This is an optimization exercise on Yosys and OpenROAD, whose aim is a short achievable clock period and few clock cycles per item, not a production implementation.
The RTL was checked by simulation tests, not by an equivalence proof against the original design.
Power figures rest on the tool's default switching activity, not on a simulated workload.

===== design/flow/config.mk =====
export PLATFORM = sky130hd
export DESIGN_NAME = sp_top
export DESIGN_NICKNAME = sp_top
export VERILOG_FILES = /design/flow/design.v
export SDC_FILE = /design/flow/constraint.sdc
export NUM_CORES = 4
export LEC_CHECK = 0
export CAP_MARGIN = 20
export CORE_MARGIN = 2
export CORE_UTILIZATION = 40
export SLEW_MARGIN = 20

===== design/flow/constraint.sdc =====
create_clock -name core_clock -period 10.0 [get_ports {clk}]
set_input_delay 2.0000 -clock core_clock [delete_from_list [all_inputs] [get_ports {clk}]]
set_output_delay 2.0000 -clock core_clock [all_outputs]
set_load 0.01 [all_outputs]

===== design/flow/design.v =====
`default_nettype none
package sp_pkg;
	localparam int ELEM_W = 9;
	localparam int LEN    = 6;
	localparam logic [ELEM_W-1:0] MODULUS = 9'd509;
	typedef logic [ELEM_W-1:0] elem_t;
	typedef struct packed {
		logic sort_en;
		logic inv_en;
	} mode_t;
	function automatic logic [8:0] addmod(input logic [8:0] x, input logic [8:0] y);
		logic [9:0] t;
		t = 10'(x) + 10'(y);
		addmod = (t >= 10'd509) ? 9'(t - 10'd509) : t[8:0];
	endfunction
	function automatic logic [8:0] mod3(input logic [10:0] t);
		if (t >= 11'd1018) begin
			mod3 = 9'(t - 11'd1018);
		end else if (t >= 11'd509) begin
			mod3 = 9'(t - 11'd509);
		end else begin
			mod3 = t[8:0];
		end
	endfunction
	function automatic logic [8:0] mod4(input logic [10:0] t);
		if (t >= 11'd1527) begin
			mod4 = 9'(t - 11'd1527);
		end else if (t >= 11'd1018) begin
			mod4 = 9'(t - 11'd1018);
		end else if (t >= 11'd509) begin
			mod4 = 9'(t - 11'd509);
		end else begin
			mod4 = t[8:0];
		end
	endfunction
endpackage
`default_nettype wire
`default_nettype none
module mod_inverse (
	input  wire logic [8:0] value,
	output logic      [8:0] result
);
	localparam logic [511:0] BIT0 = 512'hc714fedf5564aef5eff6f7516f00bfb31d46262f0c86f0fa73f44c1e1e12441c71f76de1e1f3740c683c27b3c2e6e751cc80bfc25d4424021422b655412035c6;
	localparam logic [511:0] BIT1 = 512'h8f697ca12b8c968b7f5d63b6c11127323bf0408e3fa83e122788dc3e9cfa4638c71897ce5f0ec479121f057f1c4083f713392220db71aebfb45a4c75214fa5bc;
	localparam logic [511:0] BIT2 = 512'h9b22bf13ed4ee85e3ea72b7983534f0a4d4bbfe2098550a6db5e5a7fe39221e309067a405f67a53034a252e4f24008a478fa6f6f433b681f55206f272c8f0b74;
	localparam logic [511:0] BIT3 = 512'h9aecf1bdae9b48b911fe0006f59b7c2790bc1ae3268ce85e379b8bb1823ab59e6094baafc38d0db4f17833c2de69f01996c86bb464cec802ccbb0587b093331c;
	localparam logic [511:0] BIT4 = 512'h9f777dd717a0e5b2471e3971a5decb65a47fcd16632edb614d1e25d0d784e4a95ab625857e12e5e34e49228e7593007686430336dc58e9c568963a80e5134554;
	localparam logic [511:0] BIT5 = 512'h9ab48e6689b265dae3d02fda19a44ce71ea438e6992da482c8aad17434bc60807fbe70b4b65d2e9b2fb692d9b638f6a1c63374b9a902f50e29166c9b8660b5bc;
	localparam logic [511:0] BIT6 = 512'h9e5ad6a5ec3d96169e365364d7c227243fa6693dbecd6b6e4aa770e1b0b5ca67466b14bc9c3c42ab624a532080da6680f6c6ef25364d64e1a5e590f216a52874;
	localparam logic [511:0] BIT7 = 512'h99ce7348da8a4caa3eb3fd3b9ea6665a8b87530fa98a45ac6cfa292666468e326ce3a76666dae83272976b9a83cd478ba966668188d00ca0eab36ba93b4c630c;
	localparam logic [511:0] BIT8 = 512'h15a95d97bef3dea9dc89f58737b2a8dab6eaadf2acbdcd0df2ac54167ebf39295ad8c0a065f572ac13d310b2ac12aa24a93aac84c7941bb11aa10c2085915a90;
	assign result[0] = BIT0[value];
	assign result[1] = BIT1[value];
	assign result[2] = BIT2[value];
	assign result[3] = BIT3[value];
	assign result[4] = BIT4[value];
	assign result[5] = BIT5[value];
	assign result[6] = BIT6[value];
	assign result[7] = BIT7[value];
	assign result[8] = BIT8[value];
endmodule
`default_nettype wire
`default_nettype none
module sp_top (
	input  wire logic          clk,
	input  wire logic          rst_n,
	input  wire logic          in_valid,
	input  wire sp_pkg::elem_t in_data,
	input  wire sp_pkg::mode_t in_mode,
	output logic               out_valid,
	output sp_pkg::elem_t      out_data
);
	localparam logic [8:0] INF = 9'h1FF;
	logic       v1;
	logic [2:0] idx;
	logic [2:0] k1;
	logic [8:0] x;
	logic [1:0] mx;
	always_ff @(posedge clk or negedge rst_n) begin
		if (!rst_n) begin
			v1  <= 1'b0;
			idx <= '0;
		end else begin
			v1 <= in_valid;
			if (in_valid) begin
				idx <= (idx == 3'd5) ? 3'd0 : idx + 3'd1;
			end
		end
	end
	always_ff @(posedge clk) begin
		x  <= in_data;
		mx <= in_mode;
		k1 <= idx;
	end
	logic [1:0] mode;
	logic       inv_now;
	logic [8:0] rom;
	logic [8:0] bi;
	logic [5:0][8:0] a;
	logic [5:0][8:0] b;
	logic [5:0][8:0] s;
	logic [5:0][8:0] s_in;
	logic [5:0][8:0] s_ins;
	logic [5:0]      lt;
	logic [5:0][8:0] p;
	logic [5:0][8:0] q;
	mod_inverse u_inv (
		.value  (x),
		.result (rom)
	);
	assign inv_now = (k1 == 3'd0) ? mx[0] : mode[0];
	assign bi      = inv_now ? rom : x;
	always_comb begin
		for (int j = 0; j < 6; j++) begin
			s_in[j] = (k1 == 3'd0) ? INF : s[j];
		end
		for (int j = 0; j < 6; j++) begin
			lt[j] = bi < s_in[j];
		end
		for (int j = 0; j < 6; j++) begin
			if (!lt[j]) begin
				s_ins[j] = s_in[j];
			end else if (j == 0) begin
				s_ins[j] = bi;
			end else begin
				s_ins[j] = lt[j-1] ? s_in[j-1] : bi;
			end
		end
	end
	always_ff @(posedge clk) begin
		if (v1) begin
			a[k1] <= x;
			b[k1] <= bi;
			s     <= s_ins;
			if (k1 == 3'd0) begin
				mode <= mx;
			end
		end
	end
	logic       v2;
	logic [2:0] k2;
	logic [8:0] a2;
	logic [8:0] b2;
	always_ff @(posedge clk or negedge rst_n) begin
		if (!rst_n) begin
			v2 <= 1'b0;
		end else begin
			v2 <= v1;
		end
	end
	always_ff @(posedge clk) begin
		k2 <= k1;
		a2 <= x;
		b2 <= bi;
		if (v2) begin
			p[k2] <= sp_pkg::mod3(11'(a2) + (11'(b2) << 1));
			q[k2] <= sp_pkg::mod4(11'(a2) + (11'(b2) << 1) + 11'(b2));
		end
	end
	logic [8:0] e0;
	logic [8:0] e_sel;
	logic [2:0] oc;
	assign e0 = !mode[1] ? q[0] :
		(lt[0] ? sp_pkg::addmod(p[0], bi) : sp_pkg::addmod(p[0], s[0]));
	always_comb begin
		e_sel = '0;
		for (int j = 1; j < 6; j++) begin
			if (oc == 3'(j)) begin
				e_sel = mode[1] ? sp_pkg::addmod(p[j], s[j]) : q[j];
			end
		end
	end
	always_ff @(posedge clk or negedge rst_n) begin
		if (!rst_n) begin
			out_valid <= 1'b0;
			out_data  <= '0;
			oc        <= '0;
		end else begin
			if (v1 && k1 == 3'd5) begin
				out_valid <= 1'b1;
				out_data  <= e0;
				oc        <= 3'd1;
			end else if (out_valid && oc != 3'd6) begin
				out_data <= e_sel;
				oc       <= oc + 3'd1;
			end else begin
				out_valid <= 1'b0;
				out_data  <= '0;
				oc        <= '0;
			end
		end
	end
endmodule
`default_nettype wire

===== design/flow/run.sh =====
#!/bin/bash
# synth_recipe.tcl (not shown) runs the flow's synth.tcl, then flattens the netlist and writes it again
# the make line also repeats each setting of config.mk as NAME=value (left out here)
make -C /OpenROAD-flow-scripts/flow DESIGN_CONFIG=/design/flow/config.mk WORK_HOME=/design/flow/orfs CLKGATE_MAP_FILE= SYNTH_SCRIPT=/design/flow/synth_recipe.tcl finish

==> out/metrics.yaml <==
detail_route.wl_per_cell_um: 30.1
fin_crit_sh_pct: 85.5
ys_warn_count: 1
post-cts-setup-buffer-count: 0
clkTransAtPathRegs_ns: 0.06
synthAdderAreaFrac_pct: 10.3
timing_worst_setup_path_type: "register to register"
postSynth.asyncResetShare_pct: 8.29
grtUsageTotal_pct: 35.2
yosysTopAreaCellShare_pct: 20.9
worstSetupStartpointType: "register"
grt_first_pass_wirelength_um: 159000
yosys-top-cells-area: "sky130_fd_sc_hd__edfxtp_1 (21%), sky130_fd_sc_hd__ha_1 (9.6%), sky130_fd_sc_hd__o21ai_0 (6.4%)"
report.final.slew_viol_count: 0
top_count_cell_post_synth: "sky130_fd_sc_hd__nand2_1"
total_congestion_overflow: 0
worstMarginPinSlew_ns: 1.23
die-height_um: 247
route.detailed.vias_per_inst: 6.94
timing.critical_path.max_delay_family: "compound AO/OA/AOI/OAI gates"
setup_violations: 0
drv.max_cap_violation_count: 0
fill_cell_instance_count_of_the_final_layout: 5988
number_of_nets_with_antenna_violations_after_detailed_routing: 0
route.vias.total: 25400
dieWidth_um: 247
gp_routability_congestion: 1.05
min-delay-path-class: "register to register"
fmax_mhz: 117
seqCellArea_um2: 6090
synth_compound_gate_area_share_pct: 29.2
worst-endpoint-arrival_ns: 9.02
total_of_buffers_placed_on_input_and_output_ports: 23
area_delta_synth_final_pct: 6.92
layout-drive-gt1-share_pct: 7.52
critical-path-max-stage-delay_ns: 0.96
slew_headroom_pct: 17.3
totalWireLength_um: 110000
run_status: "complete, no violations"
cell_with_the_largest_stage_delay_on_the_worst_path: "sky130_fd_sc_hd__ha_1"
final.hold.worst_slack_ns: 0.354
first_global_vias: 23600
drtPass1Iterations: 7
critPathCaptureType: "register"
synth_unique_cells: 94
layout_min_cycle_time_ns: 8.55
final_hold_viol_count: 0
cts-buffers-inserted: 24
power-per-cell-area_nw_per_um2: 417
yosys-top-cells-count: "sky130_fd_sc_hd__nand2_1 (312), sky130_fd_sc_hd__o21ai_0 (303), sky130_fd_sc_hd__nor2_1 (256)"
drcViolationCount: 0
ys_seq_elements: 217
synth.largest_area_cell: "sky130_fd_sc_hd__edfxtp_1"
share_of_the_yosys_chip_area_belonging_to_registers_pct: 25.8
synth_top_family_by_area: "compound AO/OA/AOI/OAI gates"
first_iter_violations: 3727
clkSinkCount: 217
area_inside_the_core_boundary_um2: 57900
cts_tree: "yes"
peakVddDrop_uv: 421
crit_buf_inv: 4
ios: 24
ctsHtreeMaxLevel: 1
multi_input_area_um2: 16200
grt_max_degree: 150
post_synth_mux_area_share_pct: 5.12
grt_antenna_before_repair: 9
total_power_uw: 10500
cts_root_buf: "sky130_fd_sc_hd__clkbuf_16"
syn-instance-count: 2982
hold_fix_buffers_cts: 0
clock_skew_ns: 0.0178
die-area_um2: 60800
floorplan.initialDensity_pct: 40.7
crit_required_ns: 10.46
cells_resized_by_post_cts_repair: 0
cts.path.max_buffers: 3
place.detailed.hpwl_um: 81100
synth_enable_flop_cells: 164
synth_fp_nets: 3185
synthesis.area_per_instance_um2: 7.90
path_max_fanout: 31
final_net_count: 3069
fin_setup_tns_ns: 0
rsz_0062_raised_after_global_routing: "no"
clkLatencyLatePin_ns: 0.55
synth_simple_gate_area_share_pct: 19.9
synth_xor_area_share_pct: 4.05
ys_dominant_reg_cell: "sky130_fd_sc_hd__edfxtp_1"
placementRows: 88
leakage_dissipation_uw: 0.00980
post_synth_instance_area_um2: 23500
worst register-to-register path, stage by stage, from the launching register on:
cell	delay (ns)
sky130_fd_sc_hd__dfxtp_1	0.30
sky130_fd_sc_hd__buf_4	0.32
sky130_fd_sc_hd__inv_1	0.20
sky130_fd_sc_hd__ha_1	0.96
sky130_fd_sc_hd__or2_1	0.73
sky130_fd_sc_hd__nor2_1	0.13
sky130_fd_sc_hd__a21oi_1	0.57
sky130_fd_sc_hd__a311oi_1	0.35
sky130_fd_sc_hd__a21oi_1	0.22
sky130_fd_sc_hd__o21ai_0	0.10
sky130_fd_sc_hd__a21oi_1	0.20
sky130_fd_sc_hd__o21ai_0	0.10
sky130_fd_sc_hd__o22ai_1	0.82
sky130_fd_sc_hd__inv_1	0.63
sky130_fd_sc_hd__ha_1	0.53
sky130_fd_sc_hd__inv_1	0.09
sky130_fd_sc_hd__nor3_1	0.18
sky130_fd_sc_hd__a21o_1	0.10
sky130_fd_sc_hd__a311oi_1	0.07
sky130_fd_sc_hd__nor4_1	0.47
sky130_fd_sc_hd__a41oi_1	0.40
sky130_fd_sc_hd__nor3b_1	0.36
sky130_fd_sc_hd__nand2_1	0.10
sky130_fd_sc_hd__xnor2_1	0.13
sky130_fd_sc_hd__a211o_1	0.32
sky130_fd_sc_hd__o211ai_1	0.10
through the flow:
step	cell area, um^2	std cells	setup slack (ns)	utilization (%)
detailed placement	24300	3605	1.92	42.0
global route	25200	3649	0.978	43.5
CTS	25200	3649	1.80	43.4
floorplan	23500	2982	3.68	-
global placement	24300	3604	2.10	41.9
finish	25200	3652	1.45	43.5
area by class of cell:
class,instances,share of cell area [%]
Inverter,96,1.43
Tap cell,765,3.80
Multi-Input combinational cell,2444,64.4
Timing Repair Buffer,83,2.88
Clock buffer,35,3.05
Antenna cell,3,0.0298
Clock inverter,9,0.248
Sequential cell,217,24.2
kinds of logic (layout without fill, tap and decap cells):
kind of cell    count (synthesis)  count (layout)
xor+xnor                      108             108
simple gates                  999             999
flops                         217             217
other cells                     0               3
mux                            89              89
fa+ha+maj                     189             189
buf+inv                       321             223
compound gates               1059            1059
flip-flops by register name, summed over array words and instances, names as in the netlist:
name and flops:
a2 9, v1 1, k2 3, out_data 9
p 54, v2 1, out_valid 1, x 9
mode 2, mx 2, k1 3, s 54
oc 3, idx 3, b2 9, q 54
report_power, final:
part	total (uW)	switching [uW]	internal, uW	leakage, uW
registers	1910	353	1550	0.00211
clock network	946	408	538	0.000417
logic	7660	4990	2660	0.00727
metal layers:
layer  vias up  track usage (%)  part of all wire [%]
li1      11000                -                     -
met1     12300             50.3                    43
met2      1741             48.2                    39
met3       285             13.1                    14
met4         4             11.5                   3.9
met5         -                0                 0.026
path summary, 6_finish.rpt:
kind,from,end,slack (ns),depth (start not counted)
setup / recovery,x[0],out_data[5],1.45,25
hold / removal,x[6],a2[6],0.35,0
setup reg to reg,x[0],out_data[5],1.45,25
hold reg to reg,x[6],a2[6],0.35,0
max in group asynchronous,rst_n,v2,7.36,1
min in group asynchronous,rst_n,v2,1.97,1
cells in the final DEF, fill, tap and decap left out, types with 22 or more instances in the layout:
cell / n
sky130_fd_sc_hd__mux4_2: 22
sky130_fd_sc_hd__nand3_1: 80
sky130_fd_sc_hd__or3_1: 23
sky130_fd_sc_hd__a311oi_1: 39
sky130_fd_sc_hd__buf_4: 56
sky130_fd_sc_hd__ha_1: 180
sky130_fd_sc_hd__clkdlybuf4s50_1: 23
sky130_fd_sc_hd__nand2b_1: 46
sky130_fd_sc_hd__a21oi_1: 249
sky130_fd_sc_hd__inv_1: 92
sky130_fd_sc_hd__dfxtp_1: 30
sky130_fd_sc_hd__nand4_1: 26
sky130_fd_sc_hd__o31ai_1: 25
sky130_fd_sc_hd__a211oi_1: 33
sky130_fd_sc_hd__a31oi_1: 55
sky130_fd_sc_hd__nor3_1: 103
sky130_fd_sc_hd__nor2b_1: 32
sky130_fd_sc_hd__clkbuf_16: 28
sky130_fd_sc_hd__xor2_1: 31
sky130_fd_sc_hd__nor2_1: 255
sky130_fd_sc_hd__xnor2_1: 70
sky130_fd_sc_hd__edfxtp_1: 164
sky130_fd_sc_hd__o21ai_0: 303
sky130_fd_sc_hd__o21a_1: 24
sky130_fd_sc_hd__mux2_2: 31
sky130_fd_sc_hd__and2_1: 23
sky130_fd_sc_hd__o211ai_1: 33
sky130_fd_sc_hd__nand2_1: 312
sky130_fd_sc_hd__mux2i_1: 36
sky130_fd_sc_hd__a21o_1: 55
Testbench counts, summed over its fixed seeds: cycles 2,312, jobs 192.

[static timing again, ports no longer ideal]
No port has a modelled driver above. Below, the same layout with a new extraction and two added sets of constraints.
Step 1 assumes that a clkbuf_16 drives the clock port and a buf_2 every other input.
Step 2 also shifts input and output timing later by t, the mid clock arrival at the registers, as if the neighbouring blocks saw the same clock.
Slacks: ideal ports / drivers / drivers and shift; pairs: ideal ports / drivers.
t, ns: 0.601
setup slack, ns: 1.445 / 1.445 / 1.445
latest minus earliest clock arrival (ns): 0.018 / 0.017
After both steps setup and hold are still met in this run. The setup slack of this run moves by 0.000 ns with the drivers and by 0.000 ns with both steps.
